Background: an optimization exercise with open tools, aiming at small area. Do not read the settings as production practice.
The RTL was checked by simulation tests, not by an equivalence proof against the original design.
Power is estimated from default activity; no workload was simulated.

**run.sh**
```bash
#!/bin/bash
# synth_recipe.tcl (not shown) runs the flow's synth.tcl, then flattens the netlist and writes it again
# the make line also repeats each setting of config.mk as NAME=value (left out here)
make -C /OpenROAD-flow-scripts/flow DESIGN_CONFIG=/design/flow/config.mk WORK_HOME=/design/flow/orfs CLKGATE_MAP_FILE= SYNTH_SCRIPT=/design/flow/synth_recipe.tcl finish
```
**config.mk**
```make
export PLATFORM = sky130hd
export DESIGN_NAME = gauss_filter_top
export DESIGN_NICKNAME = gauss_filter_top
export VERILOG_FILES = /design/flow/design.v
export SDC_FILE = /design/flow/constraint.sdc
export NUM_CORES = 4
export LEC_CHECK = 0
export CAP_MARGIN = 20
export CORE_MARGIN = 2
export CORE_UTILIZATION = 55
export CTS_BUF_LIST = sky130_fd_sc_hd__clkbuf_8
export CTS_CLUSTER_DIAMETER = 60
export CTS_CLUSTER_SIZE = 16
export PLACE_DENSITY = 0.7
export SLEW_MARGIN = 20
export SYNTH_HIERARCHICAL = 1
```
**constraint.sdc**
```tcl
create_clock -name core_clock -period 5.0 [get_ports {clk}]
set_input_delay 1.0000 -clock core_clock [delete_from_list [all_inputs] [get_ports {clk}]]
set_output_delay 1.0000 -clock core_clock [all_outputs]
set_load 0.01 [all_outputs]
```
**design.v**
```verilog
package gauss_pkg;
  typedef logic [8-1:0] pixel_t;
  typedef logic signed [18-1:0] coeff_t;
  typedef logic signed [8+18-1:0] product_t;
  typedef logic signed [48-1:0] sum_t;
endpackage
`timescale 1ns/100ps
module gauss_filter_top
(
  input  logic   clk,
  input  logic   rst,
  input  gauss_pkg::pixel_t pa,
  input  gauss_pkg::pixel_t pb,
  input  gauss_pkg::pixel_t pc,
  input  gauss_pkg::pixel_t pd,
  input  gauss_pkg::pixel_t pe,
  output gauss_pkg::pixel_t p_out
);
  logic s0;
  logic c1;
  logic s2;
  logic c3;
  logic s4;
  logic c5;
  logic s6;
  logic c7;
  logic s8;
  logic c9;
  logic s10;
  logic c11;
  logic s12;
  logic c13;
  logic s14;
  logic c15;
  logic s16;
  logic c17;
  logic s18;
  logic c19;
  logic s20;
  logic c21;
  logic s22;
  logic c23;
  logic s24;
  logic c25;
  logic s26;
  logic c27;
  logic s28;
  logic c29;
  logic s30;
  logic c31;
  logic s32;
  logic c33;
  logic s34;
  logic c35;
  logic s36;
  logic c37;
  logic s38;
  logic c39;
  logic s40;
  logic c41;
  logic s42;
  logic c43;
  logic s44;
  logic c45;
  logic s46;
  logic c47;
  logic s48;
  logic c49;
  logic s50;
  logic c51;
  logic s52;
  logic c53;
  logic s54;
  logic c55;
  logic s56;
  logic c57;
  logic s58;
  logic c59;
  logic s60;
  logic c61;
  logic s62;
  logic c63;
  logic s64;
  logic c65;
  logic s66;
  logic c67;
  logic s68;
  logic c69;
  logic s70;
  logic c71;
  logic s72;
  logic c73;
  logic s74;
  logic c75;
  logic s76;
  logic c77;
  logic s78;
  logic c79;
  logic [12:0] xv0;
  logic [12:0] xv0_d;
  logic xv0_c9;
  logic sg80;
  logic s81;
  logic c82;
  logic s83;
  logic c84;
  logic s85;
  logic c86;
  logic s87;
  logic c88;
  logic s89;
  logic c90;
  logic s91;
  logic c92;
  logic s93;
  logic c94;
  logic s95;
  logic c96;
  logic [8:0] xb;
  logic [8:0] xb_d;
  logic [7:0] xc;
  logic [7:0] xc_d;
  logic [12:0] r1;
  logic [12:0] r1_d;
  logic r1_c9;
  logic r1_c13;
  logic s97;
  logic c98;
  logic s99;
  logic c100;
  logic s101;
  logic c102;
  logic s103;
  logic c104;
  logic s105;
  logic c106;
  logic s107;
  logic c108;
  logic s109;
  logic c110;
  logic s111;
  logic c112;
  logic s113;
  logic c114;
  logic s115;
  logic c116;
  logic s117;
  logic c118;
  logic s119;
  logic c120;
  logic s121;
  logic c122;
  logic s123;
  logic c124;
  logic s125;
  logic c126;
  logic s127;
  logic c128;
  logic s129;
  logic c130;
  logic s131;
  logic c132;
  logic s133;
  logic c134;
  logic s135;
  logic c136;
  logic s137;
  logic c138;
  logic s139;
  logic c140;
  logic s141;
  logic c142;
  logic s143;
  logic c144;
  logic o145;
  logic o146;
  logic [14:0] r2p;
  logic [14:0] r2p_d;
  logic r2p_c12;
  logic sg147;
  logic s148;
  logic c149;
  logic s150;
  logic c151;
  logic s152;
  logic c153;
  logic s154;
  logic c155;
  logic s156;
  logic c157;
  logic s158;
  logic c159;
  logic s160;
  logic c161;
  logic s162;
  logic c163;
  logic s164;
  logic c165;
  logic s166;
  logic c167;
  logic s168;
  logic c169;
  logic s170;
  logic c171;
  logic s172;
  logic c173;
  logic s174;
  logic c175;
  logic s176;
  logic c177;
  logic s178;
  logic c179;
  logic s180;
  logic c181;
  logic [10:0] r2q;
  logic [10:0] r2q_d;
  logic s182;
  logic c183;
  logic s184;
  logic c185;
  logic s186;
  logic c187;
  logic s188;
  logic c189;
  logic s190;
  logic c191;
  logic s192;
  logic c193;
  logic s194;
  logic c195;
  logic s196;
  logic c197;
  logic s198;
  logic c199;
  logic s200;
  logic c201;
  logic s202;
  logic c203;
  logic s204;
  logic c205;
  logic s206;
  logic c207;
  logic s208;
  logic c209;
  logic s210;
  logic c211;
  logic s212;
  logic c213;
  logic s214;
  logic c215;
  logic s216;
  logic c217;
  logic s218;
  logic c219;
  logic s220;
  logic c221;
  logic s222;
  logic c223;
  logic s224;
  logic c225;
  logic s226;
  logic c227;
  logic s228;
  logic c229;
  logic s230;
  logic c231;
  logic s232;
  logic c233;
  logic s234;
  logic c235;
  logic s236;
  logic c237;
  logic s238;
  logic c239;
  logic s240;
  logic c241;
  logic s242;
  logic c243;
  logic s244;
  logic c245;
  logic s246;
  logic c247;
  logic s248;
  logic c249;
  logic o250;
  logic o251;
  logic s252;
  logic c253;
  logic s254;
  logic c255;
  logic s256;
  logic c257;
  logic s258;
  logic c259;
  logic s260;
  logic c261;
  logic s262;
  logic c263;
  logic s264;
  logic c265;
  logic s266;
  logic c267;
  logic s268;
  logic c269;
  logic s270;
  logic c271;
  logic s272;
  logic c273;
  logic s274;
  logic c275;
  logic s276;
  logic c277;
  logic s278;
  logic c279;
  logic s280;
  logic c281;
  logic s282;
  logic c283;
  logic s284;
  logic c285;
  logic [15:0] r3p;
  logic [15:0] r3p_d;
  logic r3p_c11;
  logic sg286;
  logic s287;
  logic c288;
  logic s289;
  logic c290;
  logic s291;
  logic c292;
  logic s293;
  logic c294;
  logic s295;
  logic c296;
  logic s297;
  logic c298;
  logic s299;
  logic c300;
  logic s301;
  logic c302;
  logic s303;
  logic c304;
  logic s305;
  logic c306;
  logic s307;
  logic c308;
  logic s309;
  logic c310;
  logic s311;
  logic c312;
  logic o313;
  logic o314;
  logic s315;
  logic c316;
  logic o317;
  logic o318;
  logic s319;
  logic c320;
  logic o321;
  logic o322;
  logic s323;
  logic c324;
  logic s325;
  logic c326;
  logic s327;
  logic c328;
  logic s329;
  logic c330;
  logic s331;
  logic c332;
  logic s333;
  logic c334;
  logic s335;
  logic c336;
  logic s337;
  logic c338;
  logic s339;
  logic c340;
  logic s341;
  logic c342;
  logic s343;
  logic c344;
  logic n345;
  logic [11:0] r3q;
  logic [11:0] r3q_d;
  logic r3q_c11;
  logic sg346;
  logic o347;
  logic o348;
  logic o349;
  logic o350;
  logic s351;
  logic c352;
  logic o353;
  logic o354;
  logic s355;
  logic c356;
  logic s357;
  logic c358;
  logic s359;
  logic c360;
  logic s361;
  logic c362;
  logic s363;
  logic c364;
  logic s365;
  logic c366;
  logic s367;
  logic c368;
  logic s369;
  logic c370;
  logic s371;
  logic c372;
  logic o373;
  logic o374;
  logic s375;
  logic c376;
  logic o377;
  logic o378;
  logic s379;
  logic c380;
  logic o381;
  logic o382;
  logic s383;
  logic c384;
  logic o385;
  logic o386;
  logic s387;
  logic c388;
  logic s389;
  logic c390;
  logic o391;
  logic o392;
  logic s393;
  logic c394;
  logic o395;
  logic o396;
  logic s397;
  logic c398;
  logic s399;
  logic c400;
  logic s401;
  logic c402;
  logic s403;
  logic c404;
  logic s405;
  logic c406;
  logic s407;
  logic c408;
  logic s409;
  logic c410;
  logic s411;
  logic c412;
  logic s413;
  logic c414;
  logic s415;
  logic c416;
  logic s417;
  logic c418;
  logic s419;
  logic c420;
  logic s421;
  logic c422;
  logic s423;
  logic c424;
  logic s425;
  logic c426;
  logic s427;
  logic c428;
  logic [15:0] r4p;
  logic [15:0] r4p_d;
  logic r4p_c13;
  logic sg429;
  logic o430;
  logic o431;
  logic o432;
  logic o433;
  logic s434;
  logic c435;
  logic s436;
  logic c437;
  logic s438;
  logic c439;
  logic s440;
  logic c441;
  logic s442;
  logic c443;
  logic s444;
  logic c445;
  logic s446;
  logic c447;
  logic s448;
  logic c449;
  logic s450;
  logic c451;
  logic s452;
  logic c453;
  logic s454;
  logic c455;
  logic s456;
  logic c457;
  logic s458;
  logic c459;
  logic s460;
  logic c461;
  logic s462;
  logic c463;
  logic s464;
  logic c465;
  logic s466;
  logic c467;
  logic s468;
  logic c469;
  logic s470;
  logic c471;
  logic s472;
  logic c473;
  logic s474;
  logic c475;
  logic s476;
  logic c477;
  logic s478;
  logic c479;
  logic s480;
  logic c481;
  logic s482;
  logic c483;
  logic s484;
  logic c485;
  logic s486;
  logic c487;
  logic s488;
  logic c489;
  logic o490;
  logic o491;
  logic n492;
  logic [7:0] r4q;
  logic [7:0] r4q_d;
  logic r4q_c5;
  logic sg493;
  logic s494;
  logic c495;
  logic s496;
  logic c497;
  logic s498;
  logic c499;
  logic s500;
  logic c501;
  logic s502;
  logic c503;
  logic s504;
  logic c505;
  logic s506;
  logic c507;
  logic s508;
  logic c509;
  logic s510;
  logic c511;
  logic s512;
  logic c513;
  logic s514;
  logic c515;
  logic s516;
  logic c517;
  logic s518;
  logic c519;
  logic s520;
  logic c521;
  logic s522;
  logic c523;
  logic s524;
  logic c525;
  logic s526;
  logic c527;
  logic s528;
  logic c529;
  logic s530;
  logic c531;
  logic s532;
  logic c533;
  logic s534;
  logic c535;
  logic s536;
  logic c537;
  logic s538;
  logic c539;
  logic s540;
  logic c541;
  logic s542;
  logic c543;
  logic s544;
  logic c545;
  logic s546;
  logic c547;
  logic s548;
  logic c549;
  logic s550;
  logic c551;
  logic s552;
  logic c553;
  logic o554;
  logic o555;
  logic s556;
  logic c557;
  logic s558;
  logic c559;
  logic s560;
  logic c561;
  logic s562;
  logic c563;
  logic s564;
  logic c565;
  logic s566;
  logic c567;
  logic o568;
  logic o569;
  logic s570;
  logic c571;
  logic s572;
  logic c573;
  logic s574;
  logic c575;
  logic s576;
  logic c577;
  logic s578;
  logic c579;
  logic s580;
  logic c581;
  logic o582;
  logic o583;
  logic o584;
  logic o585;
  logic x586;
  logic s587;
  logic c588;
  logic x589;
  logic s590;
  logic c591;
  logic x592;
  logic s593;
  logic c594;
  logic x595;
  logic s596;
  logic c597;
  logic x598;
  logic s599;
  logic c600;
  logic x601;
  logic s602;
  logic c603;
  logic x604;
  logic s605;
  logic c606;
  logic x607;
  logic s608;
  logic c609;
  logic x610;
  logic s611;
  logic c612;
  logic s613;
  logic c614;
  logic p615;
  logic s616;
  logic c617;
  logic s618;
  logic c619;
  logic s620;
  logic c621;
  logic s622;
  logic c623;
  logic s624;
  logic c625;
  logic s626;
  logic c627;
  logic [7:0] f1;
  logic [7:0] f1_d;
  logic f1_c7;
  logic f1_c0;
  logic f1_g1;
  logic f1_p2;
  logic ci628;
  logic s629;
  logic c630;
  logic s631;
  logic c632;
  logic s633;
  logic c634;
  logic s635;
  logic c636;
  logic s637;
  logic c638;
  logic s639;
  logic c640;
  logic s641;
  logic c642;
  logic s643;
  logic c644;
  logic [7:0] res;
  gauss_fa u_s0 (.a(pa[0]), .b(pe[0]), .ci(~pc[0]), .s(s0), .co(c1));
  gauss_fa u_s2 (.a(pa[1]), .b(pe[1]), .ci(~pc[1]), .s(s2), .co(c3));
  gauss_fa u_s4 (.a(pa[2]), .b(pe[2]), .ci(pb[0]), .s(s4), .co(c5));
  gauss_fa u_s6 (.a(pd[0]), .b(~pc[2]), .ci(c3), .s(s6), .co(c7));
  gauss_fa u_s8 (.a(pa[3]), .b(pe[3]), .ci(pb[1]), .s(s8), .co(c9));
  gauss_fa u_s10 (.a(pd[1]), .b(pc[0]), .ci(~pc[3]), .s(s10), .co(c11));
  gauss_fa u_s12 (.a(c5), .b(s8), .ci(s10), .s(s12), .co(c13));
  gauss_fa u_s14 (.a(pa[4]), .b(pe[4]), .ci(pb[2]), .s(s14), .co(c15));
  gauss_fa u_s16 (.a(pd[2]), .b(pc[1]), .ci(~pc[4]), .s(s16), .co(c17));
  gauss_fa u_s18 (.a(c9), .b(c11), .ci(s14), .s(s18), .co(c19));
  gauss_fa u_s20 (.a(s16), .b(s18), .ci(c13), .s(s20), .co(c21));
  gauss_fa u_s22 (.a(pa[5]), .b(pe[5]), .ci(pb[3]), .s(s22), .co(c23));
  gauss_fa u_s24 (.a(pd[3]), .b(pc[2]), .ci(~pc[5]), .s(s24), .co(c25));
  gauss_fa u_s26 (.a(c15), .b(c17), .ci(s22), .s(s26), .co(c27));
  gauss_fa u_s28 (.a(s24), .b(c19), .ci(s26), .s(s28), .co(c29));
  gauss_fa u_s30 (.a(pa[6]), .b(pe[6]), .ci(pb[4]), .s(s30), .co(c31));
  gauss_fa u_s32 (.a(pd[4]), .b(pc[3]), .ci(~pc[6]), .s(s32), .co(c33));
  gauss_fa u_s34 (.a(c23), .b(c25), .ci(s30), .s(s34), .co(c35));
  gauss_fa u_s36 (.a(s32), .b(c27), .ci(s34), .s(s36), .co(c37));
  gauss_fa u_s38 (.a(pa[7]), .b(pe[7]), .ci(pb[5]), .s(s38), .co(c39));
  gauss_fa u_s40 (.a(pd[5]), .b(pc[4]), .ci(~pc[7]), .s(s40), .co(c41));
  gauss_fa u_s42 (.a(c31), .b(c33), .ci(s38), .s(s42), .co(c43));
  gauss_fa u_s44 (.a(s40), .b(c35), .ci(s42), .s(s44), .co(c45));
  gauss_fa u_s46 (.a(pb[6]), .b(pd[6]), .ci(pc[5]), .s(s46), .co(c47));
  gauss_fa u_s48 (.a(c39), .b(c41), .ci(s46), .s(s48), .co(c49));
  gauss_fa u_s50 (.a(c43), .b(s48), .ci(c45), .s(s50), .co(c51));
  gauss_fa u_s52 (.a(pb[7]), .b(pd[7]), .ci(pc[6]), .s(s52), .co(c53));
  gauss_fa u_s54 (.a(c47), .b(s52), .ci(c49), .s(s54), .co(c55));
  gauss_fa u_s56 (.a(pc[7]), .b(c53), .ci(c55), .s(s56), .co(c57));
  gauss_ha u_s58 (.a(c1), .b(s2), .s(s58), .co(c59));
  gauss_fa u_s60 (.a(s4), .b(s6), .ci(c59), .s(s60), .co(c61));
  gauss_fa u_s62 (.a(c7), .b(s12), .ci(c61), .s(s62), .co(c63));
  gauss_ha u_s64 (.a(s20), .b(c63), .s(s64), .co(c65));
  gauss_fa u_s66 (.a(c21), .b(s28), .ci(c65), .s(s66), .co(c67));
  gauss_fa u_s68 (.a(c29), .b(s36), .ci(c67), .s(s68), .co(c69));
  gauss_fa u_s70 (.a(c37), .b(s44), .ci(c69), .s(s70), .co(c71));
  gauss_ha u_s72 (.a(s50), .b(c71), .s(s72), .co(c73));
  gauss_ha u_s74 (.a(c51), .b(s54), .s(s74), .co(c75));
  gauss_ha u_s76 (.a(s56), .b(c75), .s(s76), .co(c77));
  gauss_ha u_s78 (.a(c57), .b(c77), .s(s78), .co(c79));
  assign xv0_d[0] = s0;
  assign xv0_d[1] = s58;
  assign xv0_d[2] = s60;
  assign xv0_d[3] = s62;
  assign xv0_d[4] = s64;
  assign xv0_d[5] = s66;
  assign xv0_d[6] = s68;
  assign xv0_d[7] = s70;
  assign xv0_d[8] = s72;
  assign xv0_d[9] = s74;
  assign xv0_d[10] = s76;
  assign xv0_d[11] = s78;
  assign xv0_d[12] = c79;
  assign sg80 = xv0_c9 & xv0[9] & xv0[10] & xv0[11] & xv0[12];
  gauss_ha u_s81 (.a(pb[0]), .b(pd[0]), .s(s81), .co(c82));
  gauss_fa u_s83 (.a(pb[1]), .b(pd[1]), .ci(c82), .s(s83), .co(c84));
  gauss_fa u_s85 (.a(pb[2]), .b(pd[2]), .ci(c84), .s(s85), .co(c86));
  gauss_fa u_s87 (.a(pb[3]), .b(pd[3]), .ci(c86), .s(s87), .co(c88));
  gauss_fa u_s89 (.a(pb[4]), .b(pd[4]), .ci(c88), .s(s89), .co(c90));
  gauss_fa u_s91 (.a(pb[5]), .b(pd[5]), .ci(c90), .s(s91), .co(c92));
  gauss_fa u_s93 (.a(pb[6]), .b(pd[6]), .ci(c92), .s(s93), .co(c94));
  gauss_fa u_s95 (.a(pb[7]), .b(pd[7]), .ci(c94), .s(s95), .co(c96));
  assign xb_d[0] = s81;
  assign xb_d[1] = s83;
  assign xb_d[2] = s85;
  assign xb_d[3] = s87;
  assign xb_d[4] = s89;
  assign xb_d[5] = s91;
  assign xb_d[6] = s93;
  assign xb_d[7] = s95;
  assign xb_d[8] = c96;
  assign xc_d[0] = pc[0];
  assign xc_d[1] = pc[1];
  assign xc_d[2] = pc[2];
  assign xc_d[3] = pc[3];
  assign xc_d[4] = pc[4];
  assign xc_d[5] = pc[5];
  assign xc_d[6] = pc[6];
  assign xc_d[7] = pc[7];
  assign r1_d[0] = xv0[0];
  assign r1_d[1] = xv0[1];
  assign r1_d[2] = xv0[2];
  assign r1_d[3] = xv0[3];
  assign r1_d[4] = xv0[4];
  assign r1_d[5] = xv0[5];
  assign r1_d[6] = xv0[6];
  assign r1_d[7] = xv0[7];
  assign r1_d[8] = xv0[8];
  assign r1_d[9] = xv0[9];
  assign r1_d[10] = xv0[10];
  assign r1_d[11] = xv0[11];
  assign r1_d[12] = xv0[12];
  gauss_fa u_s97 (.a(r1[2]), .b(xv0[0]), .ci(~xc[1]), .s(s97), .co(c98));
  gauss_fa u_s99 (.a(r1[3]), .b(xv0[1]), .ci(~xc[2]), .s(s99), .co(c100));
  gauss_fa u_s101 (.a(r1[4]), .b(xv0[2]), .ci(~xc[3]), .s(s101), .co(c102));
  gauss_fa u_s103 (.a(r1[5]), .b(xv0[3]), .ci(~xc[4]), .s(s103), .co(c104));
  gauss_fa u_s105 (.a(r1[6]), .b(xv0[4]), .ci(~xc[5]), .s(s105), .co(c106));
  gauss_fa u_s107 (.a(r1[7]), .b(xv0[5]), .ci(~xc[6]), .s(s107), .co(c108));
  gauss_fa u_s109 (.a(r1[8]), .b(xv0[6]), .ci(~xc[7]), .s(s109), .co(c110));
  gauss_fa u_s111 (.a(r1[9]), .b(r1_c9), .ci(xv0[7]), .s(s111), .co(c112));
  gauss_fa u_s113 (.a(r1[10]), .b(xv0[8]), .ci(c112), .s(s113), .co(c114));
  gauss_fa u_s115 (.a(r1[11]), .b(xv0[9]), .ci(xv0_c9), .s(s115), .co(c116));
  gauss_fa u_s117 (.a(r1[12]), .b(xv0[10]), .ci(c116), .s(s117), .co(c118));
  gauss_fa u_s119 (.a(r1_c13), .b(xv0[11]), .ci(c118), .s(s119), .co(c120));
  gauss_ha u_s121 (.a(r1[1]), .b(~xc[0]), .s(s121), .co(c122));
  gauss_ha u_s123 (.a(s97), .b(c122), .s(s123), .co(c124));
  gauss_fa u_s125 (.a(c98), .b(s99), .ci(c124), .s(s125), .co(c126));
  gauss_fa u_s127 (.a(c100), .b(s101), .ci(c126), .s(s127), .co(c128));
  gauss_fa u_s129 (.a(c102), .b(s103), .ci(c128), .s(s129), .co(c130));
  gauss_fa u_s131 (.a(c104), .b(s105), .ci(c130), .s(s131), .co(c132));
  gauss_fa u_s133 (.a(c106), .b(s107), .ci(c132), .s(s133), .co(c134));
  gauss_fa u_s135 (.a(c108), .b(s109), .ci(c134), .s(s135), .co(c136));
  gauss_fa u_s137 (.a(c110), .b(s111), .ci(c136), .s(s137), .co(c138));
  gauss_ha u_s139 (.a(s113), .b(c138), .s(s139), .co(c140));
  gauss_fa u_s141 (.a(c114), .b(s115), .ci(c140), .s(s141), .co(c142));
  gauss_ha u_s143 (.a(xv0[12]), .b(c120), .s(s143), .co(c144));
  gauss_xnor u_o145 (.a(~sg80), .b(c144), .o(o145));
  gauss_or u_o146 (.a(~sg80), .b(c144), .o(o146));
  assign r2p_d[0] = r1[0];
  assign r2p_d[1] = s121;
  assign r2p_d[2] = s123;
  assign r2p_d[3] = s125;
  assign r2p_d[4] = s127;
  assign r2p_d[5] = s129;
  assign r2p_d[6] = s131;
  assign r2p_d[7] = s133;
  assign r2p_d[8] = s135;
  assign r2p_d[9] = s137;
  assign r2p_d[10] = s139;
  assign r2p_d[11] = s141;
  assign r2p_d[12] = s117;
  assign r2p_d[13] = s119;
  assign r2p_d[14] = s143;
  assign sg147 = r2p_c12 & r2p[12] & r2p[13] & r2p[14];
  gauss_fa u_s148 (.a(xb[2]), .b(xc[0]), .ci(~xc[2]), .s(s148), .co(c149));
  gauss_fa u_s150 (.a(xb[3]), .b(xc[1]), .ci(~xc[3]), .s(s150), .co(c151));
  gauss_fa u_s152 (.a(xb[4]), .b(xc[2]), .ci(~xc[4]), .s(s152), .co(c153));
  gauss_fa u_s154 (.a(xb[5]), .b(xc[3]), .ci(~xc[5]), .s(s154), .co(c155));
  gauss_fa u_s156 (.a(xb[6]), .b(xc[4]), .ci(~xc[6]), .s(s156), .co(c157));
  gauss_fa u_s158 (.a(xb[7]), .b(xc[5]), .ci(~xc[7]), .s(s158), .co(c159));
  gauss_fa u_s160 (.a(xb[8]), .b(xc[6]), .ci(c159), .s(s160), .co(c161));
  gauss_ha u_s162 (.a(xb[0]), .b(~xc[0]), .s(s162), .co(c163));
  gauss_fa u_s164 (.a(xb[1]), .b(~xc[1]), .ci(c163), .s(s164), .co(c165));
  gauss_ha u_s166 (.a(s148), .b(c165), .s(s166), .co(c167));
  gauss_fa u_s168 (.a(c149), .b(s150), .ci(c167), .s(s168), .co(c169));
  gauss_fa u_s170 (.a(c151), .b(s152), .ci(c169), .s(s170), .co(c171));
  gauss_fa u_s172 (.a(c153), .b(s154), .ci(c171), .s(s172), .co(c173));
  gauss_fa u_s174 (.a(c155), .b(s156), .ci(c173), .s(s174), .co(c175));
  gauss_fa u_s176 (.a(c157), .b(s158), .ci(c175), .s(s176), .co(c177));
  gauss_ha u_s178 (.a(s160), .b(c177), .s(s178), .co(c179));
  gauss_fa u_s180 (.a(xc[7]), .b(c161), .ci(c179), .s(s180), .co(c181));
  assign r2q_d[0] = s162;
  assign r2q_d[1] = s164;
  assign r2q_d[2] = s166;
  assign r2q_d[3] = s168;
  assign r2q_d[4] = s170;
  assign r2q_d[5] = s172;
  assign r2q_d[6] = s174;
  assign r2q_d[7] = s176;
  assign r2q_d[8] = s178;
  assign r2q_d[9] = s180;
  assign r2q_d[10] = c181;
  gauss_fa u_s182 (.a(r2p[1]), .b(~xv0[1]), .ci(~xb[0]), .s(s182), .co(c183));
  gauss_fa u_s184 (.a(r2p[2]), .b(~xv0[2]), .ci(~xb[1]), .s(s184), .co(c185));
  gauss_fa u_s186 (.a(r2p[3]), .b(xv0[0]), .ci(~xv0[3]), .s(s186), .co(c187));
  gauss_fa u_s188 (.a(~xb[2]), .b(~xc[0]), .ci(c185), .s(s188), .co(c189));
  gauss_fa u_s190 (.a(r2p[4]), .b(xv0[1]), .ci(~xv0[4]), .s(s190), .co(c191));
  gauss_fa u_s192 (.a(~xb[3]), .b(~xc[1]), .ci(c187), .s(s192), .co(c193));
  gauss_fa u_s194 (.a(s190), .b(c189), .ci(s192), .s(s194), .co(c195));
  gauss_fa u_s196 (.a(r2p[5]), .b(xv0[2]), .ci(~xv0[5]), .s(s196), .co(c197));
  gauss_fa u_s198 (.a(~xb[4]), .b(~xc[2]), .ci(c191), .s(s198), .co(c199));
  gauss_fa u_s200 (.a(s196), .b(c193), .ci(s198), .s(s200), .co(c201));
  gauss_fa u_s202 (.a(r2p[6]), .b(xv0[3]), .ci(~xv0[6]), .s(s202), .co(c203));
  gauss_fa u_s204 (.a(~xb[5]), .b(~xc[3]), .ci(c197), .s(s204), .co(c205));
  gauss_fa u_s206 (.a(s202), .b(c199), .ci(s204), .s(s206), .co(c207));
  gauss_fa u_s208 (.a(r2p[7]), .b(xv0[4]), .ci(~xv0[7]), .s(s208), .co(c209));
  gauss_fa u_s210 (.a(~xb[6]), .b(~xc[4]), .ci(c203), .s(s210), .co(c211));
  gauss_fa u_s212 (.a(s208), .b(c205), .ci(s210), .s(s212), .co(c213));
  gauss_fa u_s214 (.a(r2p[8]), .b(xv0[5]), .ci(~xv0[8]), .s(s214), .co(c215));
  gauss_fa u_s216 (.a(~xb[7]), .b(~xc[5]), .ci(c209), .s(s216), .co(c217));
  gauss_fa u_s218 (.a(s214), .b(c211), .ci(s216), .s(s218), .co(c219));
  gauss_fa u_s220 (.a(r2p[9]), .b(xv0[6]), .ci(~xv0[9]), .s(s220), .co(c221));
  gauss_fa u_s222 (.a(~xv0_c9), .b(~xb[8]), .ci(~xc[6]), .s(s222), .co(c223));
  gauss_fa u_s224 (.a(c215), .b(s220), .ci(s222), .s(s224), .co(c225));
  gauss_fa u_s226 (.a(c217), .b(s224), .ci(c219), .s(s226), .co(c227));
  gauss_fa u_s228 (.a(r2p[10]), .b(xv0[7]), .ci(~xv0[10]), .s(s228), .co(c229));
  gauss_fa u_s230 (.a(~xc[7]), .b(c221), .ci(c223), .s(s230), .co(c231));
  gauss_fa u_s232 (.a(s228), .b(c225), .ci(s230), .s(s232), .co(c233));
  gauss_fa u_s234 (.a(r2p[11]), .b(xv0[8]), .ci(~xv0[11]), .s(s234), .co(c235));
  gauss_fa u_s236 (.a(c229), .b(s234), .ci(c231), .s(s236), .co(c237));
  gauss_fa u_s238 (.a(r2p[12]), .b(r2p_c12), .ci(xv0[9]), .s(s238), .co(c239));
  gauss_fa u_s240 (.a(xv0_c9), .b(~xv0[12]), .ci(c235), .s(s240), .co(c241));
  gauss_fa u_s242 (.a(s238), .b(s240), .ci(c237), .s(s242), .co(c243));
  gauss_fa u_s244 (.a(r2p[13]), .b(xv0[10]), .ci(sg80), .s(s244), .co(c245));
  gauss_fa u_s246 (.a(c239), .b(s244), .ci(c241), .s(s246), .co(c247));
  gauss_fa u_s248 (.a(r2p[14]), .b(xv0[11]), .ci(c245), .s(s248), .co(c249));
  gauss_xnor u_o250 (.a(xv0[12]), .b(~sg147), .o(o250));
  gauss_or u_o251 (.a(xv0[12]), .b(~sg147), .o(o251));
  gauss_ha u_s252 (.a(r2p[0]), .b(~xv0[0]), .s(s252), .co(c253));
  gauss_ha u_s254 (.a(s182), .b(c253), .s(s254), .co(c255));
  gauss_fa u_s256 (.a(c183), .b(s184), .ci(c255), .s(s256), .co(c257));
  gauss_fa u_s258 (.a(s186), .b(s188), .ci(c257), .s(s258), .co(c259));
  gauss_ha u_s260 (.a(s194), .b(c259), .s(s260), .co(c261));
  gauss_fa u_s262 (.a(c195), .b(s200), .ci(c261), .s(s262), .co(c263));
  gauss_fa u_s264 (.a(c201), .b(s206), .ci(c263), .s(s264), .co(c265));
  gauss_fa u_s266 (.a(c207), .b(s212), .ci(c265), .s(s266), .co(c267));
  gauss_fa u_s268 (.a(c213), .b(s218), .ci(c267), .s(s268), .co(c269));
  gauss_ha u_s270 (.a(s226), .b(c269), .s(s270), .co(c271));
  gauss_fa u_s272 (.a(c227), .b(s232), .ci(c271), .s(s272), .co(c273));
  gauss_ha u_s274 (.a(c233), .b(s236), .s(s274), .co(c275));
  gauss_ha u_s276 (.a(s242), .b(c275), .s(s276), .co(c277));
  gauss_fa u_s278 (.a(c243), .b(s246), .ci(c277), .s(s278), .co(c279));
  gauss_fa u_s280 (.a(c247), .b(s248), .ci(c279), .s(s280), .co(c281));
  gauss_fa u_s282 (.a(c249), .b(o250), .ci(c281), .s(s282), .co(c283));
  gauss_fa u_s284 (.a(~sg80), .b(o251), .ci(c283), .s(s284), .co(c285));
  assign r3p_d[0] = s252;
  assign r3p_d[1] = s254;
  assign r3p_d[2] = s256;
  assign r3p_d[3] = s258;
  assign r3p_d[4] = s260;
  assign r3p_d[5] = s262;
  assign r3p_d[6] = s264;
  assign r3p_d[7] = s266;
  assign r3p_d[8] = s268;
  assign r3p_d[9] = s270;
  assign r3p_d[10] = s272;
  assign r3p_d[11] = s274;
  assign r3p_d[12] = s276;
  assign r3p_d[13] = s278;
  assign r3p_d[14] = s280;
  assign r3p_d[15] = s282;
  assign sg286 = r3p_c11 & r3p[11] & r3p[12] & r3p[13] & r3p[14] & r3p[15];
  gauss_fa u_s287 (.a(r2q[2]), .b(xb[0]), .ci(xc[0]), .s(s287), .co(c288));
  gauss_fa u_s289 (.a(r2q[3]), .b(xb[1]), .ci(xc[1]), .s(s289), .co(c290));
  gauss_fa u_s291 (.a(~xb[3]), .b(c288), .ci(s289), .s(s291), .co(c292));
  gauss_fa u_s293 (.a(r2q[4]), .b(xb[2]), .ci(xc[2]), .s(s293), .co(c294));
  gauss_fa u_s295 (.a(~xb[4]), .b(c290), .ci(s293), .s(s295), .co(c296));
  gauss_fa u_s297 (.a(r2q[5]), .b(xb[3]), .ci(xc[3]), .s(s297), .co(c298));
  gauss_fa u_s299 (.a(~xb[5]), .b(c294), .ci(s297), .s(s299), .co(c300));
  gauss_fa u_s301 (.a(r2q[6]), .b(xb[4]), .ci(xc[4]), .s(s301), .co(c302));
  gauss_fa u_s303 (.a(~xb[6]), .b(c298), .ci(s301), .s(s303), .co(c304));
  gauss_fa u_s305 (.a(r2q[7]), .b(xb[5]), .ci(xc[5]), .s(s305), .co(c306));
  gauss_fa u_s307 (.a(~xb[7]), .b(c302), .ci(s305), .s(s307), .co(c308));
  gauss_fa u_s309 (.a(r2q[8]), .b(xb[6]), .ci(xc[6]), .s(s309), .co(c310));
  gauss_fa u_s311 (.a(~xb[8]), .b(c306), .ci(s309), .s(s311), .co(c312));
  gauss_xnor u_o313 (.a(r2q[9]), .b(xb[7]), .o(o313));
  gauss_or u_o314 (.a(r2q[9]), .b(xb[7]), .o(o314));
  gauss_fa u_s315 (.a(xc[7]), .b(o313), .ci(c310), .s(s315), .co(c316));
  gauss_xnor u_o317 (.a(r2q[10]), .b(xb[8]), .o(o317));
  gauss_or u_o318 (.a(r2q[10]), .b(xb[8]), .o(o318));
  gauss_fa u_s319 (.a(o317), .b(o314), .ci(c316), .s(s319), .co(c320));
  gauss_xnor u_o321 (.a(o318), .b(c320), .o(o321));
  gauss_or u_o322 (.a(o318), .b(c320), .o(o322));
  gauss_ha u_s323 (.a(r2q[0]), .b(~xb[0]), .s(s323), .co(c324));
  gauss_fa u_s325 (.a(r2q[1]), .b(~xb[1]), .ci(c324), .s(s325), .co(c326));
  gauss_fa u_s327 (.a(~xb[2]), .b(s287), .ci(c326), .s(s327), .co(c328));
  gauss_ha u_s329 (.a(s291), .b(c328), .s(s329), .co(c330));
  gauss_fa u_s331 (.a(c292), .b(s295), .ci(c330), .s(s331), .co(c332));
  gauss_fa u_s333 (.a(c296), .b(s299), .ci(c332), .s(s333), .co(c334));
  gauss_fa u_s335 (.a(c300), .b(s303), .ci(c334), .s(s335), .co(c336));
  gauss_fa u_s337 (.a(c304), .b(s307), .ci(c336), .s(s337), .co(c338));
  gauss_fa u_s339 (.a(c308), .b(s311), .ci(c338), .s(s339), .co(c340));
  gauss_fa u_s341 (.a(c312), .b(s315), .ci(c340), .s(s341), .co(c342));
  gauss_ha u_s343 (.a(s319), .b(c342), .s(s343), .co(c344));
  assign n345 = ~o322;
  assign r3q_d[0] = s323;
  assign r3q_d[1] = s325;
  assign r3q_d[2] = s327;
  assign r3q_d[3] = s329;
  assign r3q_d[4] = s331;
  assign r3q_d[5] = s333;
  assign r3q_d[6] = s335;
  assign r3q_d[7] = s337;
  assign r3q_d[8] = s339;
  assign r3q_d[9] = s341;
  assign r3q_d[10] = s343;
  assign r3q_d[11] = o321;
  assign sg346 = r3q_c11 & r3q[11];
  gauss_xnor u_o347 (.a(r3p[1]), .b(~xc[0]), .o(o347));
  gauss_or u_o348 (.a(r3p[1]), .b(~xc[0]), .o(o348));
  gauss_xnor u_o349 (.a(r3p[2]), .b(xv0[0]), .o(o349));
  gauss_or u_o350 (.a(r3p[2]), .b(xv0[0]), .o(o350));
  gauss_fa u_s351 (.a(~xc[1]), .b(o349), .ci(o348), .s(s351), .co(c352));
  gauss_xnor u_o353 (.a(r3p[3]), .b(xv0[1]), .o(o353));
  gauss_or u_o354 (.a(r3p[3]), .b(xv0[1]), .o(o354));
  gauss_fa u_s355 (.a(~xc[2]), .b(o353), .ci(o350), .s(s355), .co(c356));
  gauss_fa u_s357 (.a(r3p[4]), .b(xv0[2]), .ci(~xc[3]), .s(s357), .co(c358));
  gauss_fa u_s359 (.a(o354), .b(s357), .ci(c356), .s(s359), .co(c360));
  gauss_fa u_s361 (.a(r3p[5]), .b(xv0[3]), .ci(~xc[4]), .s(s361), .co(c362));
  gauss_fa u_s363 (.a(c358), .b(s361), .ci(c360), .s(s363), .co(c364));
  gauss_fa u_s365 (.a(r3p[6]), .b(xv0[4]), .ci(~xc[5]), .s(s365), .co(c366));
  gauss_fa u_s367 (.a(c362), .b(s365), .ci(c364), .s(s367), .co(c368));
  gauss_fa u_s369 (.a(r3p[7]), .b(xv0[5]), .ci(~xc[6]), .s(s369), .co(c370));
  gauss_fa u_s371 (.a(c366), .b(s369), .ci(c368), .s(s371), .co(c372));
  gauss_xnor u_o373 (.a(r3p[8]), .b(xv0[6]), .o(o373));
  gauss_or u_o374 (.a(r3p[8]), .b(xv0[6]), .o(o374));
  gauss_fa u_s375 (.a(~xc[7]), .b(o373), .ci(c370), .s(s375), .co(c376));
  gauss_xnor u_o377 (.a(r3p[9]), .b(xv0[7]), .o(o377));
  gauss_or u_o378 (.a(r3p[9]), .b(xv0[7]), .o(o378));
  gauss_fa u_s379 (.a(o377), .b(o374), .ci(c376), .s(s379), .co(c380));
  gauss_xnor u_o381 (.a(r3p[10]), .b(xv0[8]), .o(o381));
  gauss_or u_o382 (.a(r3p[10]), .b(xv0[8]), .o(o382));
  gauss_fa u_s383 (.a(o381), .b(o378), .ci(c380), .s(s383), .co(c384));
  gauss_xnor u_o385 (.a(r3p[11]), .b(r3p_c11), .o(o385));
  gauss_or u_o386 (.a(r3p[11]), .b(r3p_c11), .o(o386));
  gauss_fa u_s387 (.a(xv0[9]), .b(xv0_c9), .ci(o385), .s(s387), .co(c388));
  gauss_fa u_s389 (.a(o382), .b(s387), .ci(c384), .s(s389), .co(c390));
  gauss_xnor u_o391 (.a(r3p[12]), .b(xv0[10]), .o(o391));
  gauss_or u_o392 (.a(r3p[12]), .b(xv0[10]), .o(o392));
  gauss_fa u_s393 (.a(o391), .b(o386), .ci(c388), .s(s393), .co(c394));
  gauss_xnor u_o395 (.a(r3p[13]), .b(xv0[11]), .o(o395));
  gauss_or u_o396 (.a(r3p[13]), .b(xv0[11]), .o(o396));
  gauss_fa u_s397 (.a(o395), .b(o392), .ci(c394), .s(s397), .co(c398));
  gauss_fa u_s399 (.a(r3p[14]), .b(xv0[12]), .ci(o396), .s(s399), .co(c400));
  gauss_fa u_s401 (.a(r3p[15]), .b(~sg80), .ci(c400), .s(s401), .co(c402));
  gauss_ha u_s403 (.a(c352), .b(s355), .s(s403), .co(c404));
  gauss_ha u_s405 (.a(s359), .b(c404), .s(s405), .co(c406));
  gauss_ha u_s407 (.a(s363), .b(c406), .s(s407), .co(c408));
  gauss_ha u_s409 (.a(s367), .b(c408), .s(s409), .co(c410));
  gauss_ha u_s411 (.a(s371), .b(c410), .s(s411), .co(c412));
  gauss_fa u_s413 (.a(c372), .b(s375), .ci(c412), .s(s413), .co(c414));
  gauss_ha u_s415 (.a(s379), .b(c414), .s(s415), .co(c416));
  gauss_ha u_s417 (.a(s383), .b(c416), .s(s417), .co(c418));
  gauss_ha u_s419 (.a(s389), .b(c418), .s(s419), .co(c420));
  gauss_fa u_s421 (.a(c390), .b(s393), .ci(c420), .s(s421), .co(c422));
  gauss_ha u_s423 (.a(c398), .b(s399), .s(s423), .co(c424));
  gauss_ha u_s425 (.a(s401), .b(c424), .s(s425), .co(c426));
  gauss_fa u_s427 (.a(~sg286), .b(c402), .ci(c426), .s(s427), .co(c428));
  assign r4p_d[0] = r3p[0];
  assign r4p_d[1] = o347;
  assign r4p_d[2] = s351;
  assign r4p_d[3] = s403;
  assign r4p_d[4] = s405;
  assign r4p_d[5] = s407;
  assign r4p_d[6] = s409;
  assign r4p_d[7] = s411;
  assign r4p_d[8] = s413;
  assign r4p_d[9] = s415;
  assign r4p_d[10] = s417;
  assign r4p_d[11] = s419;
  assign r4p_d[12] = s421;
  assign r4p_d[13] = s397;
  assign r4p_d[14] = s423;
  assign r4p_d[15] = s425;
  assign sg429 = r4p_c13 & r4p[13] & r4p[14] & r4p[15];
  gauss_xnor u_o430 (.a(r3q[0]), .b(xb[0]), .o(o430));
  gauss_or u_o431 (.a(r3q[0]), .b(xb[0]), .o(o431));
  gauss_xnor u_o432 (.a(r3q[1]), .b(xb[1]), .o(o432));
  gauss_or u_o433 (.a(r3q[1]), .b(xb[1]), .o(o433));
  gauss_fa u_s434 (.a(~xc[1]), .b(o432), .ci(o431), .s(s434), .co(c435));
  gauss_fa u_s436 (.a(r3q[2]), .b(xb[2]), .ci(xc[0]), .s(s436), .co(c437));
  gauss_fa u_s438 (.a(~xc[2]), .b(o433), .ci(s436), .s(s438), .co(c439));
  gauss_fa u_s440 (.a(r3q[3]), .b(xb[3]), .ci(xc[1]), .s(s440), .co(c441));
  gauss_fa u_s442 (.a(~xc[3]), .b(c437), .ci(s440), .s(s442), .co(c443));
  gauss_fa u_s444 (.a(r3q[4]), .b(xb[4]), .ci(xc[2]), .s(s444), .co(c445));
  gauss_fa u_s446 (.a(~xc[4]), .b(c441), .ci(s444), .s(s446), .co(c447));
  gauss_fa u_s448 (.a(r3q[5]), .b(xb[5]), .ci(xc[3]), .s(s448), .co(c449));
  gauss_fa u_s450 (.a(~xc[5]), .b(c445), .ci(s448), .s(s450), .co(c451));
  gauss_fa u_s452 (.a(r3q[6]), .b(xb[6]), .ci(xc[4]), .s(s452), .co(c453));
  gauss_fa u_s454 (.a(~xc[6]), .b(c449), .ci(s452), .s(s454), .co(c455));
  gauss_fa u_s456 (.a(r3q[7]), .b(xb[7]), .ci(xc[5]), .s(s456), .co(c457));
  gauss_fa u_s458 (.a(~xc[7]), .b(c453), .ci(s456), .s(s458), .co(c459));
  gauss_fa u_s460 (.a(r3q[8]), .b(xb[8]), .ci(xc[6]), .s(s460), .co(c461));
  gauss_fa u_s462 (.a(c457), .b(s460), .ci(c459), .s(s462), .co(c463));
  gauss_fa u_s464 (.a(r3q[9]), .b(xc[7]), .ci(c461), .s(s464), .co(c465));
  gauss_ha u_s466 (.a(~xc[0]), .b(o430), .s(s466), .co(c467));
  gauss_ha u_s468 (.a(s434), .b(c467), .s(s468), .co(c469));
  gauss_fa u_s470 (.a(c435), .b(s438), .ci(c469), .s(s470), .co(c471));
  gauss_fa u_s472 (.a(c439), .b(s442), .ci(c471), .s(s472), .co(c473));
  gauss_fa u_s474 (.a(c443), .b(s446), .ci(c473), .s(s474), .co(c475));
  gauss_fa u_s476 (.a(c447), .b(s450), .ci(c475), .s(s476), .co(c477));
  gauss_fa u_s478 (.a(c451), .b(s454), .ci(c477), .s(s478), .co(c479));
  gauss_fa u_s480 (.a(c455), .b(s458), .ci(c479), .s(s480), .co(c481));
  gauss_ha u_s482 (.a(s462), .b(c481), .s(s482), .co(c483));
  gauss_fa u_s484 (.a(c463), .b(s464), .ci(c483), .s(s484), .co(c485));
  gauss_ha u_s486 (.a(r3q[10]), .b(c465), .s(s486), .co(c487));
  gauss_fa u_s488 (.a(r3q[11]), .b(r3q_c11), .ci(c487), .s(s488), .co(c489));
  gauss_xnor u_o490 (.a(~sg346), .b(c489), .o(o490));
  gauss_or u_o491 (.a(~sg346), .b(c489), .o(o491));
  assign n492 = ~o491;
  assign r4q_d[0] = s476;
  assign r4q_d[1] = s478;
  assign r4q_d[2] = s480;
  assign r4q_d[3] = s482;
  assign r4q_d[4] = s484;
  assign r4q_d[5] = s486;
  assign r4q_d[6] = s488;
  assign r4q_d[7] = o490;
  assign sg493 = r4q_c5 & r4q[5] & r4q[6] & r4q[7];
  gauss_fa u_s494 (.a(r4q[0]), .b(~r4p[0]), .ci(~xv0[0]), .s(s494), .co(c495));
  gauss_fa u_s496 (.a(r4q[1]), .b(~r4p[1]), .ci(~xv0[1]), .s(s496), .co(c497));
  gauss_fa u_s498 (.a(r4q[2]), .b(~r4p[2]), .ci(~xv0[2]), .s(s498), .co(c499));
  gauss_fa u_s500 (.a(r4q[3]), .b(~r4p[3]), .ci(~xv0[3]), .s(s500), .co(c501));
  gauss_fa u_s502 (.a(r4p[0]), .b(xv0[0]), .ci(r4q[4]), .s(s502), .co(c503));
  gauss_fa u_s504 (.a(~r4p[4]), .b(~xv0[4]), .ci(s502), .s(s504), .co(c505));
  gauss_fa u_s506 (.a(r4p[1]), .b(xv0[1]), .ci(r4q[5]), .s(s506), .co(c507));
  gauss_fa u_s508 (.a(r4q_c5), .b(~r4p[5]), .ci(~xv0[5]), .s(s508), .co(c509));
  gauss_fa u_s510 (.a(c503), .b(s506), .ci(s508), .s(s510), .co(c511));
  gauss_fa u_s512 (.a(r4p[2]), .b(xv0[2]), .ci(r4q[6]), .s(s512), .co(c513));
  gauss_fa u_s514 (.a(~r4p[6]), .b(~xv0[6]), .ci(c507), .s(s514), .co(c515));
  gauss_fa u_s516 (.a(s512), .b(c509), .ci(s514), .s(s516), .co(c517));
  gauss_fa u_s518 (.a(r4p[3]), .b(xv0[3]), .ci(r4q[7]), .s(s518), .co(c519));
  gauss_fa u_s520 (.a(~r4p[7]), .b(~xv0[7]), .ci(c513), .s(s520), .co(c521));
  gauss_fa u_s522 (.a(s518), .b(c515), .ci(s520), .s(s522), .co(c523));
  gauss_fa u_s524 (.a(r4p[4]), .b(xv0[4]), .ci(~r4p[8]), .s(s524), .co(c525));
  gauss_fa u_s526 (.a(~xv0[8]), .b(~sg493), .ci(c519), .s(s526), .co(c527));
  gauss_fa u_s528 (.a(s524), .b(c521), .ci(s526), .s(s528), .co(c529));
  gauss_fa u_s530 (.a(r4p[5]), .b(xv0[5]), .ci(~r4p[9]), .s(s530), .co(c531));
  gauss_fa u_s532 (.a(~xv0[9]), .b(~xv0_c9), .ci(c525), .s(s532), .co(c533));
  gauss_fa u_s534 (.a(s530), .b(c527), .ci(s532), .s(s534), .co(c535));
  gauss_fa u_s536 (.a(r4p[6]), .b(xv0[6]), .ci(~r4p[10]), .s(s536), .co(c537));
  gauss_fa u_s538 (.a(~xv0[10]), .b(c531), .ci(s536), .s(s538), .co(c539));
  gauss_fa u_s540 (.a(c533), .b(s538), .ci(c535), .s(s540), .co(c541));
  gauss_fa u_s542 (.a(r4p[7]), .b(xv0[7]), .ci(~r4p[11]), .s(s542), .co(c543));
  gauss_fa u_s544 (.a(~xv0[11]), .b(c537), .ci(s542), .s(s544), .co(c545));
  gauss_fa u_s546 (.a(c539), .b(s544), .ci(c541), .s(s546), .co(c547));
  gauss_fa u_s548 (.a(r4p[8]), .b(xv0[8]), .ci(~r4p[12]), .s(s548), .co(c549));
  gauss_fa u_s550 (.a(~xv0[12]), .b(c543), .ci(s548), .s(s550), .co(c551));
  gauss_fa u_s552 (.a(c545), .b(s550), .ci(c547), .s(s552), .co(c553));
  gauss_xnor u_o554 (.a(r4p[9]), .b(xv0[9]), .o(o554));
  gauss_or u_o555 (.a(r4p[9]), .b(xv0[9]), .o(o555));
  gauss_fa u_s556 (.a(xv0_c9), .b(~r4p[13]), .ci(~r4p_c13), .s(s556), .co(c557));
  gauss_fa u_s558 (.a(sg80), .b(o554), .ci(c549), .s(s558), .co(c559));
  gauss_fa u_s560 (.a(s556), .b(c551), .ci(s558), .s(s560), .co(c561));
  gauss_fa u_s562 (.a(r4p[10]), .b(xv0[10]), .ci(~r4p[14]), .s(s562), .co(c563));
  gauss_fa u_s564 (.a(o555), .b(c557), .ci(s562), .s(s564), .co(c565));
  gauss_fa u_s566 (.a(c559), .b(s564), .ci(c561), .s(s566), .co(c567));
  gauss_xnor u_o568 (.a(r4p[11]), .b(xv0[11]), .o(o568));
  gauss_or u_o569 (.a(r4p[11]), .b(xv0[11]), .o(o569));
  gauss_fa u_s570 (.a(~r4p[15]), .b(o568), .ci(c563), .s(s570), .co(c571));
  gauss_fa u_s572 (.a(c565), .b(s570), .ci(c567), .s(s572), .co(c573));
  gauss_fa u_s574 (.a(r4p[12]), .b(xv0[12]), .ci(sg429), .s(s574), .co(c575));
  gauss_fa u_s576 (.a(o569), .b(s574), .ci(c571), .s(s576), .co(c577));
  gauss_fa u_s578 (.a(r4p[13]), .b(r4p_c13), .ci(~sg80), .s(s578), .co(c579));
  gauss_fa u_s580 (.a(c575), .b(s578), .ci(c577), .s(s580), .co(c581));
  gauss_xnor u_o582 (.a(r4p[14]), .b(c579), .o(o582));
  gauss_or u_o583 (.a(r4p[14]), .b(c579), .o(o583));
  gauss_xnor u_o584 (.a(r4p[15]), .b(o583), .o(o584));
  gauss_or u_o585 (.a(r4p[15]), .b(o583), .o(o585));
  assign x586 = c495 ^ s496;
  gauss_ha u_s587 (.a(c495), .b(s496), .s(s587), .co(c588));
  assign x589 = c497 ^ s498;
  gauss_fa u_s590 (.a(c497), .b(s498), .ci(c588), .s(s590), .co(c591));
  assign x592 = c499 ^ s500;
  gauss_fa u_s593 (.a(c499), .b(s500), .ci(c591), .s(s593), .co(c594));
  assign x595 = c501 ^ s504;
  gauss_fa u_s596 (.a(c501), .b(s504), .ci(c594), .s(s596), .co(c597));
  assign x598 = c505 ^ s510;
  gauss_fa u_s599 (.a(c505), .b(s510), .ci(c597), .s(s599), .co(c600));
  assign x601 = c511 ^ s516;
  gauss_fa u_s602 (.a(c511), .b(s516), .ci(c600), .s(s602), .co(c603));
  assign x604 = c517 ^ s522;
  gauss_fa u_s605 (.a(c517), .b(s522), .ci(c603), .s(s605), .co(c606));
  assign x607 = c523 ^ s528;
  gauss_fa u_s608 (.a(c523), .b(s528), .ci(c606), .s(s608), .co(c609));
  assign x610 = c529 ^ s534;
  gauss_fa u_s611 (.a(c529), .b(s534), .ci(c609), .s(s611), .co(c612));
  gauss_ha u_s613 (.a(s540), .b(c612), .s(s613), .co(c614));
  assign p615 = s546;
  gauss_ha u_s616 (.a(c553), .b(s560), .s(s616), .co(c617));
  gauss_ha u_s618 (.a(s566), .b(c617), .s(s618), .co(c619));
  gauss_ha u_s620 (.a(s572), .b(c619), .s(s620), .co(c621));
  gauss_fa u_s622 (.a(c573), .b(s576), .ci(c621), .s(s622), .co(c623));
  gauss_ha u_s624 (.a(s580), .b(c623), .s(s624), .co(c625));
  gauss_fa u_s626 (.a(c581), .b(o582), .ci(c625), .s(s626), .co(c627));
  assign f1_d[0] = s552;
  assign f1_d[1] = s616;
  assign f1_d[2] = s618;
  assign f1_d[3] = s620;
  assign f1_d[4] = s622;
  assign f1_d[5] = s624;
  assign f1_d[6] = s626;
  assign f1_d[7] = o584;
  assign ci628 = (f1_g1 | (f1_p2 & f1_c0));
  gauss_ha u_s629 (.a(f1[0]), .b(ci628), .s(s629), .co(c630));
  gauss_ha u_s631 (.a(f1[1]), .b(c630), .s(s631), .co(c632));
  gauss_ha u_s633 (.a(f1[2]), .b(c632), .s(s633), .co(c634));
  gauss_ha u_s635 (.a(f1[3]), .b(c634), .s(s635), .co(c636));
  gauss_ha u_s637 (.a(f1[4]), .b(c636), .s(s637), .co(c638));
  gauss_ha u_s639 (.a(f1[5]), .b(c638), .s(s639), .co(c640));
  gauss_ha u_s641 (.a(f1[6]), .b(c640), .s(s641), .co(c642));
  gauss_fa u_s643 (.a(f1[7]), .b(f1_c7), .ci(c642), .s(s643), .co(c644));
  assign res[0] = s629;
  assign res[1] = s631;
  assign res[2] = s633;
  assign res[3] = s635;
  assign res[4] = s637;
  assign res[5] = s639;
  assign res[6] = s641;
  assign res[7] = s643;
  always_ff @(posedge clk) begin
    if (rst) begin
      xv0 <= 13'd255;
      xv0_c9 <= 1'd0;
      xb <= 9'd0;
      xc <= 8'd0;
      r1 <= 13'd255;
      r1_c9 <= 1'd0;
      r1_c13 <= 1'd0;
      r2p <= 15'd1785;
      r2p_c12 <= 1'd0;
      r2q <= 11'd255;
      r3p <= 16'd15335;
      r3p_c11 <= 1'd0;
      r3q <= 12'd254;
      r3q_c11 <= 1'd0;
    end else begin
      xv0 <= xv0_d;
      xv0_c9 <= c73;
      xb <= xb_d;
      xc <= xc_d;
      r1 <= r1_d;
      r1_c9 <= xv0_c9;
      r1_c13 <= sg80;
      r2p <= r2p_d;
      r2p_c12 <= c142;
      r2q <= r2q_d;
      r3p <= r3p_d;
      r3p_c11 <= c273;
      r3q <= r3q_d;
      r3q_c11 <= c344;
    end
  end
  always_ff @(posedge clk) begin
    r4p <= r4p_d;
    r4p_c13 <= c422;
    r4q <= r4q_d;
    r4q_c5 <= c485;
    f1 <= f1_d;
    f1_c7 <= c627;
    f1_c0 <= c614;
    f1_g1 <= 1'b0;
    f1_p2 <= p615;
  end
  localparam int ODLY = 20;
  logic [7:0] dly [ODLY+1];
  always_ff @(posedge clk) begin
    dly[0] <= res;
    for (int i = 1; i <= ODLY; i++) begin
      dly[i] <= dly[i-1];
    end
  end
  logic [4:0] since_rst;
  always_ff @(posedge clk) begin
    if (rst) begin
      since_rst <= '0;
    end else if (since_rst != 5'd23) begin
      since_rst <= since_rst + 5'd1;
    end
  end
  assign p_out = (since_rst == 5'd23) ? dly[ODLY] : '0;
endmodule
module gauss_fa (input logic a, b, ci, output logic s, co);
  assign s  = a ^ b ^ ci;
  assign co = (a & b) | (a & ci) | (b & ci);
endmodule
module gauss_ha (input logic a, b, output logic s, co);
  assign s  = a ^ b;
  assign co = a & b;
endmodule
module gauss_xnor (input logic a, b, output logic o);
  assign o = ~(a ^ b);
endmodule
module gauss_or (input logic a, b, output logic o);
  assign o = a | b;
endmodule
```
==> key figures, run 1 <==
Clocking
  – H-tree Lvls: 1
  – Worst-path clk slew: 0.10 ns
  – CTS Buf Count: 24
  – Cts-stage hold buffer count: 0
  – CTS max path bufs: 3
  – CTS Sinks: around 310
  – Clock latency (worst-skew pair): between 0.5 and 0.6 ns
  – Post-CTS Setup Repair Bufs: 0
  – CTS tree: done
  – Clock Tree Root: clkbuf_8
  – Cts repair resizes: 0

Timing
  – PnR worst setup slack: 0.225 ns
  – Slew at the pin with the worst max-slew slack: 0.665 ns
  – Period utilisation layout: 95.5%
  – RSZ-0062 raised after global routing: no
  – Highest Clock Rate: 209 MHz
  – Finish-stage setup viols: 0
  – Fin. Hold Viols: 0
  – Setup TNS: 0 ns
  – Slew Limit Fails: 0
  – Final critical-path required period: 4.77 ns
  – Slew headroom: a little under three fifths
  – Clk_skew: between 0.015 and 0.02 ns

Floorplanning
  – # rows: 56
  – Core area: 23400 um^2
  – I/O pin count: 50
  – Die ar.: 25000 um^2
  – Die X: 158 um
  – Effective utilization at floorplan: between 50% and 60%
  – Vert. Die Dim: between 150 and 200 um

Worst setup path
  – Arrival time worst endpoint: around 5.2 ns
  – Crit Path Max Fanout: 2
  – Worst r2r path cells: 13
  – CP Capture Type: flop
  – Kind of critical path: flop to flop
  – Slowest cell on crit path: fa_1
  – Setup crit start: xc[1]
  – Cell Chain, Critical Path: inv_1 > fa_1 > ha_1 > fa_1 > fa_1 > fa_1 > fa_1 > fa_1 > fa_1 > fa_1 > ha_1 > fa_1 > nor2b_1
  – CP max stage delay: 0.46 ns
  – Worst flop-to-flop path endpoint: r2p[11]
  – Worst path most repeated cell: fa_1
  – Minimum setup slack among reg-to-reg paths: about 0.23 ns
  – Required @ worst endpoint: 5.44 ns
  – CP startpoint kind: flop
  – Reg2reg start: xc[1]

Logic synthesis
  – Synthesized cell area: 13100 um^2
  – Netlist cell types: 26
  – FFs w/ async S/R, synth: 0%
  – Synth Flop Type: dfxtp_1
  – Post-synth EDFFs: 0
  – Ys Warns: 8
  – Post-Synthesis Cells: 842
  – Top-area cell type share of the netlist area: between 40% and 50%
  – Synth Net Count: 1175
  – Sequential area share after synthesis: a little under half
  – Top post-synthesis cells by area: dfxtp_1, fa_1, ha_1
  – Synthesized area per cell: 15.5 um^2
  – FF+latch count, synth: ~310
  – Yosys top cell by area: dfxtp_1

GRT
  – Largest net degree at the start of global routing: 72
  – Vias in the first global route: 7095
  – First-pass GRT wire length: around 36 mm
  – GRT Util Overall: roughly a fifth
  – Initial antenna violation count: 0
  – Total gr overflow: 0

Power and ir drop
  – Sequential Power Share: 40.9%
  – Pleak: between 5 and 6 nW
  – Switching share of power: 34.9%
  – VDD IR max: approximately 0.48 mV
  – Switching power: 3.57 mW
  – Pwr Total: 10.2 mW
  – PD cells: 708 nW/um^2
  – Clock power frac: 12.3%
  – P_int: 6.65 mW
  – Comb power frac: a little under half

Worst hold path
  – Hold Path End: dly[8][6]
  – Worst hold start: dly[7][6]
  – Worst hold path class: flop to flop
  – WHS Path Cells: 0

Finish
  – Antenna cells: 0
  – Most common cell after layout, fill and taps aside: dfxtp_1
  – Area of the multi-input gates: between 6000 and 7000 um^2
  – Reg area: 6270 um^2
  – Share of layout cells above drive strength 1: 10.9%
  – Final nets: 1256
  – Layout fillers: 1834
  – Most frequent cells in the layout: dfxtp_1, fa_1, inv_1
  – Fin util: 61.6%
  – Area Overhead vs Synth: 10.4%

Detailed routing
  – Vias/cell: 4.67
  – 1st-iter DRT viols: 190
  – Drc violations: 0
  – TritonRoute pass-1 iters: 4
  – Routed vias: 5821
  – Post-DRT Antenna Nets: 0
  – Routed wire per std cell: 16.3 um
  – DRT Wirelength: 20.3 mm

Status
  – Status: complete, no violations

Place
  – DP Worst Slack: -0.231 ns
  – Number of buffers added on ports: 49
  – Post-DP HPWL: approximately 17 mm
  – GPL Wtd Cong: 0.803

Flow run
  – Max-cap violations: 0
## final cells by class
class	count	share of cell area, %
multi-input cells	459	45.2
flip-flops and latches	313	43.4
repair buffers	68	4.37
well taps	319	2.77
clock buffers	24	2.29
inverters	57	1.48
clock inverters	7	0.477
## worst max-delay path, delay by kind of cell, from the launching register on
kind,cells,cell delay (ns)
adder cells (fa/ha/maj),11,4.11
buffers and inverters,1,0.07
flip-flops,1,0.35
AND/OR/NAND/NOR,1,0.14
## Yosys stat by module, one instance, submodules excluded
| module | times used | cell area (um^2) | flip-flops and latches |
|---|---|---|---|
| gauss_fa | 240 | 20.0 | 0 |
| gauss_or | 16 | 6.26 | 0 |
| gauss_filter_top | 1 | 7360 | 313 |
| gauss_ha | 50 | 12.5 | 0 |
| gauss_xnor | 20 | 8.76 | 0 |
## state kept, by name (all words and copies together), names as in the netlist, 5 cells and up
register and flops:
dly 168, r3p 16, r4p 16, r2p 15, r1 13, xv0 13
r3q 12, r2q 11, xb 9, f1 8, r4q 8, xc 8
since_rst 5
## power groups by stage
stage          clock network, mW  registers [mW]  logic [mW]
3_3_place_gp                   0            4.22        4.75
5_1_grt                     1.40            4.32        5.77
3_5_place_dp                   0            4.27        4.91
2_1_floorplan                  0            4.11        3.62
4_1_cts                     1.30            4.22        4.97
6_report                    1.26            4.18        4.79
## worst max-delay path by stage
| stage | to |
|---|---|
| floorplan | r2p[11] |
| global placement | xv0[8] |
| detailed placement | xv0[8] |
| CTS | r2p[11] |
| global route | r2p[11] |
| finish | r2p[11] |
## metal layers
metal	GRT usage [%]	share of wire (%)
met1	24.4	43
met2	33.6	52
met3	2.87	3.0
met4	3.35	1.6
met5	0	0
## kinds of logic after synthesis
| kind of cell | after synthesis | share of synthesized area (%) |
|---|---|---|
| mux | 1 | 0.0766 |
| fa+ha+maj | 291 | 41.7 |
| xor+xnor | 23 | 1.60 |
| buf+inv | 70 | 2.15 |
| simple gates | 142 | 6.45 |
| flops | 313 | 48.0 |
| compound gates | 2 | 0.105 |
## metrics by stage
stage | area (um^2) | hold slack, ns | cells
after CTS | 14400 | 0.323 | 1247
after global routing | 14400 | 0.337 | 1247
after floorplan | 13100 | 0.310 | 842
after global placement | 14000 | 0.310 | 1216
final | 14400 | 0.320 | 1247
after detailed placement | 14000 | 0.312 | 1216
## synth_stat cells, types with 2 or more instances
| master | count |
|---|---|
| dfxtp_1 | 313 |
| fa_1 | 240 |
| inv_1 | 57 |
| ha_1 | 51 |
| or2_2 | 49 |
| nor2b_1 | 38 |
| xnor2_1 | 20 |
| nor2_1 | 18 |
| or2_1 | 17 |
| and2_1 | 9 |
| clkbuf_1 | 8 |
| buf_2 | 3 |
| nand3_1 | 3 |
| buf_6 | 2 |
| nand4_1 | 2 |
| xor2_1 | 2 |
==> run 2: changes to the inputs <==
--- a/config.mk
+++ b/config.mk
@@ -7,10 +7,11 @@
 export LEC_CHECK = 0
 export CAP_MARGIN = 20
 export CORE_MARGIN = 2
-export CORE_UTILIZATION = 55
+export CORE_UTILIZATION = 70
 export CTS_BUF_LIST = sky130_fd_sc_hd__clkbuf_8
 export CTS_CLUSTER_DIAMETER = 60
 export CTS_CLUSTER_SIZE = 16
-export PLACE_DENSITY = 0.7
+export GPL_TIMING_DRIVEN = 0
+export PLACE_DENSITY = 0.8
 export SLEW_MARGIN = 20
 export SYNTH_HIERARCHICAL = 1
==> key figures, run 2 <==
Power and ir drop
  – Pleak: 5.83 nW (-1.2%)
  – VDD IR max: 0.601 mV (+26%)

Finish
  – Registers with the most flip-flops: dly x168, r3p x16, r4p x16
  – Area Overhead vs Synth: 9.02%
  – Antenna cells: 0 (unchanged)
  – Max reg flops: 168 (unchanged)
  – Finished Layout Cells: 1153 (-7.5%)
  – Share of layout cells above drive strength 1: 10.6% (-0.28 points)

Logic synthesis
  – Post-synth EDFFs: 0 (unchanged)
  – Ys Warns: 8 (unchanged)
  – Synthesized area per cell: 15.5 um^2 (unchanged)
  – FF+latch count, synth: 313 (unchanged)
  – Synthesized cell area: 13100 um^2 (unchanged)
  – FFs w/ async S/R, synth: 0% (unchanged)
  – Sequential area share after synthesis: 48.0% (unchanged)
  – Synth Flop Type: dfxtp_1

Detailed routing
  – Vias/cell: 5.10 (+9.2%)
  – TritonRoute pass-1 iters: 4 (unchanged)
  – Routed vias: 5880 (+1.0%)
  – 1st-iter DRT viols: 198 (+4.2%)
  – Drc violations: 0 (unchanged)
  – DRT Wirelength: 20.5 mm (+0.74%)

Worst setup path
  – CP delay by family, top: adder cells
  – CP bufs+invs: 1 (unchanged)
  – Worst path most repeated cell: fa_1
  – Crit Path Max Fanout: 3 (+1)
  – CP startpoint kind: flop
  – CP Capture Type: flop
  – Arrival time worst endpoint: 5.24 ns (+0.02 ns)

GRT
  – GRT Util Overall: 23.4% (+4.7 points)
  – Initial antenna violation count: 0 (unchanged)
  – Vias in the first global route: 7024 (-1.0%)
  – Largest net degree at the start of global routing: 17 (-76%)
  – Grt met1 use: 31.5% (+7.1 points)
  – Total gr overflow: 0 (unchanged)

Place
  – Post-DP HPWL: 16.6 mm (about the same)
  – Number of buffers added on ports: 48 (-2.0%)

Floorplanning
  – I/O pin count: 50 (unchanged)
  – Vert. Die Dim: 141 um (-11%)
  – # rows: 49 (-13%)
  – Die ar.: 19800 um^2 (-21%)

Clocking
  – Cts-stage hold buffer count: 0 (unchanged)
  – Clock latency (worst-skew pair): 0.54 ns (-0.02 ns)
  – H-tree Lvls: 1 (unchanged)

Timing
  – Slew at the pin with the worst max-slew slack: 0.936 ns (+0.271 ns)
  – Clk_skew: 0.0212 ns (+0.00225 ns)

Status
  – Status: complete, no violations

Flow run
  – Max-cap violations: 0 (unchanged)

Worst hold path
  – Worst hold path class: flop to flop
-- run 2: cell types whose count changed in the layout (fill, tap and decap cells not counted) --
cell	delta
inv_1	-3
inv_6	-1
dfxtp_4	+1
buf_4	-13
dfxtp_2	+5
buf_2	+3
clkbuf_8	-1
bufinv_16	-1
clkbuf_1	+8
clkinvlp_4	+4
dfxtp_1	-6
buf_6	+2
inv_8	-1
clkinv_2	-1
-- run 2: final timing paths --
check | cells past startpoint | slack, ns | endpoint | start
max | 13 | 0.15 | r2p[11] | xc[1]
min | 0 | 0.32 | dly[11][4] | dly[10][4]
max reg2reg | 13 | 0.15 | r2p[11] | xc[1]
min reg2reg | 0 | 0.32 | dly[11][4] | dly[10][4]
-- run 2: final cells by class --
| type | count | area [um^2] |
|---|---|---|
| clock inverter | 4 | 21.3 |
| sequential | 313 | 6280 |
| buffer | 13 | 67.6 |
| fill | 1063 | 3900 |
| timing repair buffer | 55 | 533 |
| multi-input combinational | 459 | 6520 |
| clock buffer | 23 | 317 |
| inverter | 57 | 225 |
| tap | 229 | 287 |
-- run 2: metal layers --
layer | vias to the layer above | share of wire (%) | wire (um)
met4 | 0 | 2.3 | 465
li1 | 2676 | - | -
met2 | 89 | 52 | 10700
met1 | 3078 | 42 | 8630
met5 | - | 0 | 0
met3 | 37 | 3.1 | 642
-- run 2: kinds of logic (layout without fill, tap and decap cells) --
kind of cell | count (synthesis) | count (layout) | share of synthesized area, %
adder cells (fa/ha/maj) | 291 | 291 | 41.7
AND/OR/NAND/NOR | 142 | 142 | 6.45
AO/OA/AOI/OAI | 2 | 2 | 0.105
XOR/XNOR | 23 | 23 | 1.60
multiplexers | 1 | 1 | 0.0766
flip-flops | 313 | 313 | 48.0
buffers and inverters | 70 | 152 | 2.15
-- run 2: worst register-to-register path, stage by stage (launching register included) --
cell and delay, ns:
dfxtp_4 0.39, clkinvlp_4 0.11, fa_1 0.44, ha_1 0.22, fa_1 0.38, fa_1 0.40, fa_1 0.39, fa_1 0.41
fa_1 0.41, fa_1 0.40, fa_1 0.38, ha_1 0.20, fa_1 0.42, nor2b_1 0.14
-- run 2: report_power, final --
group          switching (mW)  total (mW)  leakage (nW)  internal, mW
registers               0.543        4.25          2.63          3.71
logic                    2.29        4.71          3.03          2.42
clock network           0.707        1.13         0.179         0.420
-- run 2: repair_timing --
action	in CTS	in global routing
buffers inserted	1	6
pin swaps	0	0
gates resized for setup	4	6
endpoints found under the setup margin	3	3
gates cloned	0	0
-- run 2: through the flow --
stage | utilization [%] | hold WS, ns | TNS (ns) | cell area [um^2]
2_1_floorplan | - | 0.310 | 0 | 13100
3_3_place_gp | 76.2 | 0.310 | -0.471 | 13800
3_5_place_dp | 76.2 | 0.312 | -0.699 | 13800
4_1_cts | 78.2 | 0.318 | 0 | 14200
5_1_grt | 78.5 | 0.327 | -0.00670 | 14200
6_report | 78.5 | 0.320 | 0 | 14200
-- run 2: per-module statistics from Yosys (local to each module, per instance) --
module | copies in the design | flip-flops and latches | cell area [um^2]
gauss_filter_top | 1 | 313 | 7360
gauss_fa | 240 | 0 | 20.0
gauss_ha | 50 | 0 | 12.5
gauss_xnor | 20 | 0 | 8.76
gauss_or | 16 | 0 | 6.26

Check on run 2: ideal ports give 0.155 ns setup slack; a clkbuf_16 on the clock port and buf_2 on the inputs give 0.155 ns; moving port delays by the midpoint clock arrival (0.570 ns) as well gives -0.255 ns.
